This is an optimization exercise on Yosys and OpenROAD, whose aim is small area, not a production implementation.
Where RTL was checked, it was by simulation tests only, not by an equivalence proof against the original.
Power is estimated from default activity; no workload was simulated.

job 4866:
==> flow/design.v (excerpt) <==
module udp_echo_top (
    input  logic        clk,
    input  logic        reset,
    input  logic        miso,
    output logic        sck,
    output logic        mosi,
    output logic        ssel_n,
    input  logic [63:0] tx_data,
    output logic [63:0] rx_data,
    output logic        pkg_timeout
);
Size: roughly 910 cells after synthesis, about 230 flip-flops, roughly 10000 um2 of cells after synthesis.
export LEC_CHECK = 0
export CAP_MARGIN = 20
export CORE_MARGIN = 2
export CORE_UTILIZATION = 40
export SLEW_MARGIN = 20
create_clock -name core_clock -period 5.0 [get_ports {clk}]
standard.sh (not shown) runs the stock make flow with config.mk's settings and CLKGATE_MAP_FILE= SYNTH_SCRIPT=/design/flow/synth_recipe.tcl, a recipe that flattens the netlist after the stock synthesis.
==> flow/flow/run.sh <==
#!/bin/bash
# Own layout flow: the standard flow (standard.sh) with an area-oriented ABC
# script, a clock tree without dummy loads, and small port buffers.
set -euo pipefail
WORK=$(pwd)
# A copy of ORFS's scripts whose only change is the ABC mapping script
rm -rf "$WORK/scripts_mod"
cp -r "$FLOW_HOME/scripts" "$WORK/scripts_mod"
cp "$WORK/flow/abc.script" "$WORK/scripts_mod/abc_speed.script"
export SCRIPTS_DIR="$WORK/scripts_mod"
export CTS_ARGS="-sink_clustering_enable -repair_clock_nets -dont_use_dummy_load -buf_list sky130_fd_sc_hd__clkbuf_2 -sink_clustering_size 10"
export BUFFER_PORTS_ARGS="-buffer_cell sky130_fd_sc_hd__buf_1"
bash standard.sh > "$WORK/standard_flow.log" 2>&1
==> flow/flow/abc.script <==
strash
&get -n
&fraig -x
&put
scorr
dc2
strash
&get -n
&deepsyn -T 60
&dch -f
&nf -R 1000
&put
### job 4866 -> job 9213
==> flow/flow/run.sh <==
#!/bin/bash
# Own layout flow: the standard flow (standard.sh) with an area-oriented ABC
# script, a clock tree without dummy loads, and small port buffers.
set -euo pipefail
WORK=$(pwd)
# A copy of ORFS's scripts whose only change is the ABC mapping script
rm -rf "$WORK/scripts_mod"
cp -r "$FLOW_HOME/scripts" "$WORK/scripts_mod"
cp "$WORK/flow/abc.script" "$WORK/scripts_mod/abc_speed.script"
export SCRIPTS_DIR="$WORK/scripts_mod"
export CTS_ARGS="-sink_clustering_enable -repair_clock_nets -dont_use_dummy_load -buf_list sky130_fd_sc_hd__clkbuf_8 -sink_clustering_size 12 -sink_clustering_max_diameter 60"
export BUFFER_PORTS_ARGS="-buffer_cell sky130_fd_sc_hd__buf_1"
bash standard.sh > "$WORK/standard_flow.log" 2>&1
==> flow/flow/abc.script <==
strash
&get -n
&fraig -x
&put
scorr
dc2
strash
&get -n
&dch -f
&nf -R 1000
&put
### Flow results
A standard cell with the maximum stage delay on the critical path of nor2b_1 is what job 4866 shows, while dfxtp_1 belongs to job 9213. What job 9213 reported for maximum number of pins on one net before global-route repair has to be multiplied by 0.79 to get the figure for job 4866. Job 9213 vs. job 4866: internal power increased 300 uW, wire length of the first global-routing pass saw an increase, final critical delay including setup and external delays increased by 0.064 ns relative to the old numbers, routed wire length went up by 3.8%, met2 demand-to-capacity share in global routing lower. Leakage component of the power for job 9213: 7.1% up relative to job 4866. Max total power across job 4866 and job 9213: job 9213.
Modified inputs, job 596 compared to job 9213
==> flow/flow/abc.script <==
strash
&get -n
&fraig -x
&put
scorr
dc2
strash
&get -n
&deepsyn -T 60
&dch -f
&nf -R 1000
&put
--- outcome ---
Peak ir drop on the vdd network (job 596 / job 9213): 0.828
NOTE: fraction of area in registers in job 596 exceeds that of job 9213
Job 596: wire length is 5.0% lower than what job 9213 reported.
Re final critical-path share of the clock period: job 9213 and job 596 aren't equal, and the lower value belongs to job 596.
Main combinational cell family by area after synthesis = simple AND/OR/NAND/NOR gates: job 9213; main combinational cell family by area after synthesis = compound AO/OA/AOI/OAI gates: job 596
As of job 596, placement-stage cell area had fallen by a few percent compared to job 9213.
Note that the final cell count recorded for job 596 amounts to 0.844 times the value seen in job 9213.
Job 596 improves on job 9213 in final design instance area without fill.
Changes observed in job 596 relative to job 9213: share of the final layout cell area in multi-input gates moved down; largest net degree at the start of global routing down about 20%.
No functional check of the RTL was part of any run of this note.

---

udp_echo_top, a different RTL version from the one above (not shown whole).
Size: roughly 910 cells after synthesis, roughly 230 flip-flops, about 140 I/O pins, roughly 10000 um^2 of cells after synthesis.
export LEC_CHECK = 0
export CAP_MARGIN = 20
export CORE_MARGIN = 2
export CORE_UTILIZATION = 40
export SLEW_MARGIN = 20
create_clock -name core_clock -period 5.0 [get_ports {clk}]
==> flow/flow/run.sh <==
#!/bin/bash
# Own layout flow: the standard flow (standard.sh) with an area-oriented ABC
# script, a clock tree without dummy loads, and small port buffers.
set -euo pipefail
WORK=$(pwd)
# A copy of ORFS's scripts whose only change is the ABC mapping script
rm -rf "$WORK/scripts_mod"
cp -r "$FLOW_HOME/scripts" "$WORK/scripts_mod"
cp "$WORK/flow/abc.script" "$WORK/scripts_mod/abc_speed.script"
export SCRIPTS_DIR="$WORK/scripts_mod"
export CTS_ARGS="-sink_clustering_enable -repair_clock_nets -dont_use_dummy_load -buf_list sky130_fd_sc_hd__clkbuf_8 -sink_clustering_size 16 -sink_clustering_max_diameter 80"
export BUFFER_PORTS_ARGS="-buffer_cell sky130_fd_sc_hd__buf_1"
bash standard.sh > "$WORK/standard_flow.log" 2>&1
==> flow/flow/abc.script <==
strash
&get -n
&fraig -x
&put
scorr
dc2
strash
&get -n
&deepsyn -T 60
&dch -f
&nf -R 1000
&put
The first run passed the timing, design-rule and antenna checks.
==> next run, changes <==
--- a/flow/flow/run.sh
+++ b/flow/flow/run.sh
@@ -11 +11 @@
-export CTS_ARGS="-sink_clustering_enable -repair_clock_nets -dont_use_dummy_load -buf_list sky130_fd_sc_hd__clkbuf_8 -sink_clustering_size 16 -sink_clustering_max_diameter 80"
+export CTS_ARGS="-sink_clustering_enable -repair_clock_nets -dont_use_dummy_load -buf_list sky130_fd_sc_hd__clkbuf_16 -sink_clustering_size 25 -sink_clustering_max_diameter 100"
The new run passed the timing, design-rule and antenna checks.
Wire length goes down slightly.
Final cell count goes down slightly.
Clock-buffer cell count goes down by 5.
Die area does not change.
Global-route usage is about the same.
Power goes up by a few percent.
Non-clock buffer count is unchanged.
Design area goes up slightly.
Worst hold slack degrades by 30 ps.

---

## job 6650
udp_echo_top, a different RTL version from the one above (not shown whole).
For scale: ~1100 cells after synthesis, roughly 12000 um2 of cells after synthesis.
clock: 5.0 ns
lec_check: 0
cap_margin: 20
core_margin: 2
core_utilization: 40
cts_buf_list: sky130_fd_sc_hd__clkbuf_4
cts_cluster_size: 40
slew_margin: 20
run.sh (not shown) runs the stock make flow with config.mk's settings and CLKGATE_MAP_FILE= SYNTH_SCRIPT=/design/flow/synth_recipe.tcl, a recipe that flattens the netlist after the stock synthesis.
Stock flow here: none of the scripts above is used.
#### Input delta (job 6226 over job 6650)
==> flow/flow/run.sh (new file) <==
#!/bin/bash
# Own layout flow: the standard flow (standard.sh) with an area-oriented ABC
# script, a clock tree without dummy loads, and small port buffers.
set -euo pipefail
WORK=$(pwd)
# A copy of ORFS's scripts whose only change is the ABC mapping script
rm -rf "$WORK/scripts_mod"
cp -r "$FLOW_HOME/scripts" "$WORK/scripts_mod"
cp "$WORK/flow/abc.script" "$WORK/scripts_mod/abc_speed.script"
export SCRIPTS_DIR="$WORK/scripts_mod"
export CTS_ARGS="-sink_clustering_enable -repair_clock_nets -dont_use_dummy_load"
export BUFFER_PORTS_ARGS="-buffer_cell sky130_fd_sc_hd__buf_1"
bash standard.sh > "$WORK/standard_flow.log" 2>&1
==> flow/flow/abc.script (new file) <==
strash
&get -n
&fraig -x
&put
scorr
dc2
strash
&get -n
&dch -f
&nf -R 1000
&put
==> flow/standard.sh (new file) <==
#!/bin/bash
# synth_recipe.tcl (not shown) runs the flow's synth.tcl, then flattens the netlist and writes it again
# the make line also repeats each setting of config.mk as NAME=value (left out here)
make -C /OpenROAD-flow-scripts/flow DESIGN_CONFIG=/design/flow/config.mk WORK_HOME=/design/flow/orfs CLKGATE_MAP_FILE= SYNTH_SCRIPT=/design/flow/synth_recipe.tcl "${@:-finish}"
-- flow/config.mk --
<<< job 6650, line 11
export CTS_BUF_LIST = sky130_fd_sc_hd__clkbuf_4
export CTS_CLUSTER_SIZE = 40
>>> job 6226, line 11
removed: flow/run.sh
[summary]
- Worst supply voltage drop on vdd: job 6226 vs job 6650 up 0.077 mV
- Job 6226 can be clocked faster than job 6650.
- Cell area after technology mapping ended up 770 um2 lower on job 6226 than on job 6650.
- Sort job 6226 and job 6650 by simple-gate share of the synthesized area, descending, and job 6226 comes first.
- Of job 6226 and job 6650, job 6226 shows the higher part of the power in registers, with job 6650 below it.
- Of job 6226 and job 6650, it is job 6226 that has the lower clock power.
- Relative to job 6650, global-route usage has increased by 0.51 points in job 6226.
- Compared to job 6650, the routing of job 6226 uses less wire.
- Job 6226 against job 6650: final area fell 12%, number of buffers other than clock buffers in the final layout fell about 5%.
[inputs] job 4097 vs job 6226
-- flow/flow/run.sh --
<<< job 6226, line 11
export CTS_ARGS="-sink_clustering_enable -repair_clock_nets -dont_use_dummy_load"
>>> job 4097, line 11
export CTS_ARGS="-sink_clustering_enable -repair_clock_nets -dont_use_dummy_load -buf_list sky130_fd_sc_hd__clkbuf_8 -sink_clustering_size 12 -sink_clustering_max_diameter 60"
### Flow results
Job 4097: no failed stages, no open violations at the end. Job 4097 vs. job 6226: share of total power in combinational logic increased 1.5 points, longest individual stage delay on the worst path fell by 0.07 ns, final non-filler cell area fell 2.2%, vias after detailed routing -76. As far as global-route wire length before repair is concerned, job 4097 and job 6226 perform about the same.

---

udp_echo_top, a different RTL version from the one above (not shown whole).
Size: roughly 940 cells after synthesis, roughly 220 flip-flops, ~9800 µm² of cells after synthesis.
clock: 5.0 ns
lec_check: 0
cap_margin: 20
core_margin: 2
core_utilization: 40
slew_margin: 20
standard.sh (not shown) runs the stock make flow with config.mk's settings and CLKGATE_MAP_FILE= SYNTH_SCRIPT=/design/flow/synth_recipe.tcl, a recipe that flattens the netlist after the stock synthesis.
==> flow/flow/run.sh <==
#!/bin/bash
# Own layout flow: the standard flow (standard.sh) with an area-oriented ABC
# script, a clock tree without dummy loads, and small port buffers.
set -euo pipefail
WORK=$(pwd)
# A copy of ORFS's scripts whose only change is the ABC mapping script
rm -rf "$WORK/scripts_mod"
cp -r "$FLOW_HOME/scripts" "$WORK/scripts_mod"
cp "$WORK/flow/abc.script" "$WORK/scripts_mod/abc_speed.script"
export SCRIPTS_DIR="$WORK/scripts_mod"
export CTS_ARGS="-sink_clustering_enable -repair_clock_nets -dont_use_dummy_load -buf_list sky130_fd_sc_hd__clkbuf_16 -sink_clustering_size 22 -sink_clustering_max_diameter 100"
export BUFFER_PORTS_ARGS="-buffer_cell sky130_fd_sc_hd__buf_1"
export SKIP_REPAIR_TIE_FANOUT=1
bash standard.sh > "$WORK/standard_flow.log" 2>&1
==> flow/flow/abc.script <==
strash
&get -n
&fraig -x
&put
scorr
dc2
strash
&get -n
&deepsyn -T 60
&dch -f
&nf -R 1000
&put
==> next run, changes <==
--- a/flow/flow/run.sh
+++ b/flow/flow/run.sh
@@ -11 +11 @@
-export CTS_ARGS="-sink_clustering_enable -repair_clock_nets -dont_use_dummy_load -buf_list sky130_fd_sc_hd__clkbuf_16 -sink_clustering_size 22 -sink_clustering_max_diameter 100"
+export CTS_ARGS="-sink_clustering_enable -repair_clock_nets -dont_use_dummy_load -buf_list sky130_fd_sc_hd__clkbuf_8 -sink_clustering_size 14 -sink_clustering_max_diameter 70"
What happened:
- maximum frequency came out higher slightly
- routed wire length grows slightly
- global-route usage stays flat
- area after synthesis does not change
==> next run, changes <==
--- a/flow/flow/run.sh
+++ b/flow/flow/run.sh
@@ -11 +11 @@
-export CTS_ARGS="-sink_clustering_enable -repair_clock_nets -dont_use_dummy_load -buf_list sky130_fd_sc_hd__clkbuf_8 -sink_clustering_size 14 -sink_clustering_max_diameter 70"
+export CTS_ARGS="-sink_clustering_enable -repair_clock_nets -dont_use_dummy_load -buf_list sky130_fd_sc_hd__clkbuf_8 -sink_clustering_size 16 -sink_clustering_max_diameter 80"
Outcome: The new run produced a clean layout. Sequential power hardly moves. Combinational power stays flat. Design area goes down by about 0.32%. Die area is unchanged.

[re-timing with driven ports]
The flow's constraints put no driver on any port. The routed layouts listed below were extracted and timed again, unchanged, in two steps. Step 1: set_driving_cell puts a clkbuf_16 on clk and a buf_2 on each other input, an assumption about the parent block. Step 2, shift: input delay + t, output delay - t, t = (earliest + latest rising clock arrival at the registers) / 2. This alone moves slack from input paths to output paths. Slacks: ideal ports / drivers / drivers and shift; pairs: ideal ports / drivers.
run | t (ns) | slack for setup (ns) | worst setup path at the end | clock arrival spread, ns | worst register clock-pin slew, ns
job 4866 | 0.831 | 0.273 / 0.231 / 1.062 | register to output | 0.120 / 0.120 | 0.11 / 0.11
job 9213 | 0.580 | 0.209 / 0.163 / 0.742 | register to output | 0.077 / 0.077 | 0.08 / 0.08
job 596 | 0.577 | 0.381 / 0.334 / 0.911 | register to output | 0.072 / 0.073 | 0.08 / 0.08
the first run of note 2 | 0.535 | 0.265 / 0.222 / 0.757 | register to output | 0.096 / 0.095 | 0.11 / 0.11
the second run of note 2 | 0.502 | 0.304 / 0.257 / 0.758 | register to output | 0.052 / 0.053 | 0.10 / 0.10
job 6650 | 0.700 | 0.205 / 0.163 / 0.863 | register to output | 0.069 / 0.069 | 0.07 / 0.07
job 6226 | 0.565 | 0.260 / 0.213 / 0.778 | register to output | 0.038 / 0.038 | 0.06 / 0.06
job 4097 | 0.593 | 0.277 / 0.229 / 0.822 | register to output | 0.063 / 0.063 | 0.09 / 0.09
the first run of note 4 | 0.514 | 0.215 / 0.170 / 0.684 | register to output | 0.031 / 0.030 | 0.09 / 0.09
the second run of note 4 | 0.563 | 0.263 / 0.219 / 0.782 | register to output | 0.052 / 0.052 | 0.10 / 0.10
the third run of note 4 | 0.556 | 0.237 / 0.195 / 0.751 | register to output | 0.080 / 0.080 | 0.12 / 0.12
After both steps setup and hold are still met in every run listed.
